What follows belongs to an exercise in optimizing a design on an open flow for small area; a production flow would make more cautious choices.
RTL that was checked went through simulation tests only; none was proved equivalent to the original.
Power is estimated from default activity; no workload was simulated.

main:
==> flow/design.v <==
module fir_mac_serial (
  input  logic               clk,
  input  logic               reset,
  input  logic               in_valid_i,
  output logic               in_ready_o,
  input  logic signed [15:0] in_data_i,
  input  logic               coef_we_i,
  input  logic [3:0]         coef_addr_i,
  input  logic signed [15:0] coef_data_i,
  output logic               coef_err_o,
  output logic               out_valid_o,
  output logic signed [15:0] out_data_o,
  output logic               busy_o
);
  localparam logic [2:0] S_INIT = 3'd0, S_IDLE = 3'd1, S_PEND = 3'd2,
                         S_COMP = 3'd3, S_OUTV = 3'd4;
  logic [2:0]   st;
  logic [7:0]   t;
  logic         cerr;
  logic [255:0] hq;
  logic [15:0]  xq [0:15];
  logic [20:0]  r;
  logic k15, thd, the, thf, t255;
  assign k15  = (t[3:0] == 4'hf);
  assign thd  = (t[7:4] == 4'hd);
  assign the  = (t[7:4] == 4'he);
  assign thf  = (t[7:4] == 4'hf);
  assign t255 = k15 && thf;
  logic init, idle, pend, hold, splice, wait_s, mac, comp, neg, outv;
  assign init   = (st == S_INIT);
  assign idle   = (st == S_IDLE);
  assign pend   = (st == S_PEND);
  assign hold   = pend && !the && !thf;
  assign splice = pend && the;
  assign wait_s = pend && thf;
  assign mac    = (st == S_COMP);
  assign comp   = mac && !thf;
  assign neg    = mac && thf;
  assign outv   = (st == S_OUTV);
  logic wr_ph, wr, acc;
  assign wr_ph      = thd && (t[3:0] == coef_addr_i);
  assign in_ready_o = idle && !the && !thf && (!coef_we_i || wr_ph);
  assign busy_o     = !in_ready_o;
  assign wr         = coef_we_i && in_ready_o;
  assign acc        = in_valid_i && in_ready_o;
  logic shift;
  logic [15:0] xo;
  logic [20:0] rm, add, sum;
  assign shift = comp && k15;
  assign rm    = (mac || hold) ? r : 21'd0;
  assign xo    = idle ? in_data_i :
                 ((mac && hq[0]) || splice) ? (xq[0] ^ {16{neg}}) :
                 {1'b0, wait_s, 14'd0};
  assign add   = {{5{xo[15]}}, xo};
  logic [16:0] cy;
  assign cy[0] = neg && hq[0];
  for (genvar b = 0; b < 16; b++) begin : g_add
    assign sum[b]  = rm[b] ^ add[b] ^ cy[b];
    assign cy[b+1] = (rm[b] & add[b]) | (rm[b] & cy[b]) | (add[b] & cy[b]);
  end
  assign sum[20:16] = rm[20:16] + add[20:16] + {4'd0, cy[16]};
  always_ff @(posedge clk) begin
    for (int q = 0; q < 255; q++) hq[q] <= hq[q+1];
    for (int m = 0; m < 15; m++) if (wr) hq[16*m+15] <= coef_data_i[(m+14)%16];
    hq[255] <= wr ? coef_data_i[13] : init ? (t == 8'd0) : hq[0];
    for (int s = 0; s < 15; s++) xq[s] <= xq[s+1];
    xq[15] <= (init || splice) ? r[15:0] : xq[0];
    r <= shift ? {sum[20], sum[20:1]} : sum;
  end
  always_ff @(posedge clk or posedge reset) begin
    if (reset) begin
      st   <= S_INIT;
      t    <= 8'd0;
      cerr <= 1'b0;
    end else begin
      t    <= t + 8'd1;
      cerr <= coef_we_i && !in_ready_o;
      case (st)
        S_INIT: if (t255) st <= S_IDLE;
        S_IDLE: if (acc) st <= S_PEND;
        S_PEND: if (t255) st <= S_COMP;
        S_COMP: if (t255) st <= S_OUTV;
        default: st <= S_IDLE;
      endcase
    end
  end
  logic ovf;
  assign ovf         = !((&r[20:15]) || !(|r[20:15]));
  assign out_data_o  = ovf ? {r[20], {15{!r[20]}}} : r[15:0];
  assign out_valid_o = outv;
  assign coef_err_o  = cerr;
endmodule
module fir_q15 (
  input  logic               clk,
  input  logic               reset,
  input  logic               in_valid_i,
  output logic               in_ready_o,
  input  logic signed [15:0] in_data_i,
  input  logic               coef_we_i,
  input  logic [3:0]         coef_addr_i,
  input  logic signed [15:0] coef_data_i,
  output logic               coef_err_o,
  output logic               out_valid_o,
  output logic signed [15:0] out_data_o,
  output logic               busy_o
);
  fir_mac_serial u_fir (
    .clk(clk), .reset(reset),
    .in_valid_i(in_valid_i), .in_ready_o(in_ready_o), .in_data_i(in_data_i),
    .coef_we_i(coef_we_i), .coef_addr_i(coef_addr_i), .coef_data_i(coef_data_i),
    .coef_err_o(coef_err_o),
    .out_valid_o(out_valid_o), .out_data_o(out_data_o), .busy_o(busy_o)
  );
endmodule
clock: 10.0 ns
lec_check: 0
cap_margin: 20
core_margin: 2
core_utilization: 60
slew_margin: 20
standard.sh (not shown) runs the stock make flow with config.mk's settings and CLKGATE_MAP_FILE= SYNTH_SCRIPT=/design/flow/synth_recipe.tcl, a recipe that flattens the netlist after the stock synthesis.
==> flow/flow/run.sh <==
#!/bin/bash
# The standard layout, with the port buffers made from the smallest buffer cell
# and the clock tree built from fewer, larger sink clusters.
set -euo pipefail
export BUFFER_PORTS_ARGS="-buffer_cell sky130_fd_sc_hd__buf_1"
export CTS_ARGS="-sink_clustering_enable -repair_clock_nets -sink_clustering_size 20 -sink_clustering_max_diameter 60 -buf_list sky130_fd_sc_hd__clkbuf_8 -dont_use_dummy_load"
bash standard.sh > standard.log 2>&1
The following lists how the feature branch was set up differently from main:
--- a/flow/design.v
+++ b/flow/design.v
@@ -11,45 +11,44 @@
   output logic               out_valid_o,
   output logic signed [15:0] out_data_o,
   output logic               busy_o
 );
   localparam logic [2:0] S_INIT = 3'd0, S_IDLE = 3'd1, S_PEND = 3'd2,
-                         S_COMP = 3'd3, S_OUTV = 3'd4;
+                         S_SPLICE = 3'd3, S_WAIT = 3'd4, S_COMP = 3'd5,
+                         S_NEG = 3'd6, S_OUTV = 3'd7;
   logic [2:0]   st;
   logic [7:0]   t;
   logic         cerr;
   logic [255:0] hq;
   logic [15:0]  xq [0:15];
   logic [20:0]  r;
-  logic k15, thd, the, thf, t255;
-  assign k15  = (t[3:0] == 4'hf);
-  assign thd  = (t[7:4] == 4'hd);
-  assign the  = (t[7:4] == 4'he);
-  assign thf  = (t[7:4] == 4'hf);
-  assign t255 = k15 && thf;
-  logic init, idle, pend, hold, splice, wait_s, mac, comp, neg, outv;
+  logic init, idle, pend, splice, wait_s, comp, neg, outv;
   assign init   = (st == S_INIT);
   assign idle   = (st == S_IDLE);
   assign pend   = (st == S_PEND);
-  assign hold   = pend && !the && !thf;
-  assign splice = pend && the;
-  assign wait_s = pend && thf;
-  assign mac    = (st == S_COMP);
-  assign comp   = mac && !thf;
-  assign neg    = mac && thf;
+  assign splice = (st == S_SPLICE);
+  assign wait_s = (st == S_WAIT);
+  assign comp   = (st == S_COMP);
+  assign neg    = (st == S_NEG);
   assign outv   = (st == S_OUTV);
+  logic k15, thd, the, thf;
+  assign k15 = (t[3:0] == 4'hf);
+  assign thd = (t[7:4] == 4'hd);
+  assign the = (t[7:4] == 4'he);
+  assign thf = (t[7:4] == 4'hf);
   logic wr_ph, wr, acc;
-  assign wr_ph      = thd && (t[3:0] == coef_addr_i);
-  assign in_ready_o = idle && !the && !thf && (!coef_we_i || wr_ph);
+  assign wr_ph      = thf && (t[3:0] == coef_addr_i);
+  assign in_ready_o = idle && (!coef_we_i || wr_ph);
   assign busy_o     = !in_ready_o;
   assign wr         = coef_we_i && in_ready_o;
   assign acc        = in_valid_i && in_ready_o;
-  logic shift;
+  logic mac, shift;
   logic [15:0] xo;
   logic [20:0] rm, add, sum;
+  assign mac   = comp || neg;
   assign shift = comp && k15;
-  assign rm    = (mac || hold) ? r : 21'd0;
+  assign rm    = (mac || pend) ? r : 21'd0;
   assign xo    = idle ? in_data_i :
                  ((mac && hq[0]) || splice) ? (xq[0] ^ {16{neg}}) :
                  {1'b0, wait_s, 14'd0};
   assign add   = {{5{xo[15]}}, xo};
   logic [16:0] cy;
@@ -59,12 +58,12 @@
     assign cy[b+1] = (rm[b] & add[b]) | (rm[b] & cy[b]) | (add[b] & cy[b]);
   end
   assign sum[20:16] = rm[20:16] + add[20:16] + {4'd0, cy[16]};
   always_ff @(posedge clk) begin
     for (int q = 0; q < 255; q++) hq[q] <= hq[q+1];
-    for (int m = 0; m < 15; m++) if (wr) hq[16*m+15] <= coef_data_i[(m+14)%16];
-    hq[255] <= wr ? coef_data_i[13] : init ? (t == 8'd0) : hq[0];
+    for (int m = 0; m < 15; m++) if (wr) hq[16*m+15] <= coef_data_i[m];
+    hq[255] <= wr ? coef_data_i[15] : init ? (t == 8'd0) : hq[0];
     for (int s = 0; s < 15; s++) xq[s] <= xq[s+1];
     xq[15] <= (init || splice) ? r[15:0] : xq[0];
     r <= shift ? {sum[20], sum[20:1]} : sum;
   end
   always_ff @(posedge clk or posedge reset) begin
@@ -74,15 +73,18 @@
       cerr <= 1'b0;
     end else begin
       t    <= t + 8'd1;
       cerr <= coef_we_i && !in_ready_o;
       case (st)
-        S_INIT: if (t255) st <= S_IDLE;
-        S_IDLE: if (acc) st <= S_PEND;
-        S_PEND: if (t255) st <= S_COMP;
-        S_COMP: if (t255) st <= S_OUTV;
-        default: st <= S_IDLE;
+        S_INIT:   if (k15 && thf) st <= S_IDLE;
+        S_IDLE:   if (acc) st <= S_PEND;
+        S_PEND:   if (k15 && thd) st <= S_SPLICE;
+        S_SPLICE: if (k15) st <= S_WAIT;
+        S_WAIT:   if (k15) st <= S_COMP;
+        S_COMP:   if (k15 && the) st <= S_NEG;
+        S_NEG:    if (k15) st <= S_OUTV;
+        default:  st <= S_IDLE;
       endcase
     end
   end
   logic ovf;
   assign ovf         = !((&r[20:15]) || !(|r[20:15]));
==> run summary <==
Compared with main, in the feature branch met2 usage rose 1.2 points, die area about even, data arrival at the endpoint of the critical path rose 0.09 ns, shortest period the worst path allows fell 0.049 ns.
Part of the total power dissipated in combinational logic: the feature branch and main compared, higher one is main
The ratio of total power to cell area number comes out higher for main vs the feature branch.
What the feature branch reported for number of clock buffer instances in the layout has to be multiplied by 1.13 to get the figure for main.
Only the layout flow was run in main; the RTL was not checked for function there.

## static timing again, ports no longer ideal
No port has a modelled driver above. Below, the same layouts with a new extraction and two added sets of constraints. Step 1 assumes that a clkbuf_16 drives the clock port and a buf_2 every other input. Step 2, shift: input delay + t, output delay - t, t = (earliest + latest rising clock arrival at the registers) / 2. This alone moves slack from input paths to output paths. Slacks: ideal ports / drivers / drivers and shift; pairs: ideal ports / drivers.
run | t, ns | setup slack, ns | worst setup path after step 2 | worst register clock-pin slew, ns | pins driven straight from the clock port
main | 0.546 | 0.425 / 0.445 / -0.101 | input to register | 0.12 / 0.12 | 1
the feature branch | 0.614 | 0.473 / 0.481 / -0.133 | input to register | 0.11 / 0.11 | 1
Met with ideal ports but missed after step 2: setup timing in main and the feature branch. For the feature branch, which loses most, drivers alone change the setup slack by +0.008 ns; drivers and shift together by -0.606 ns.
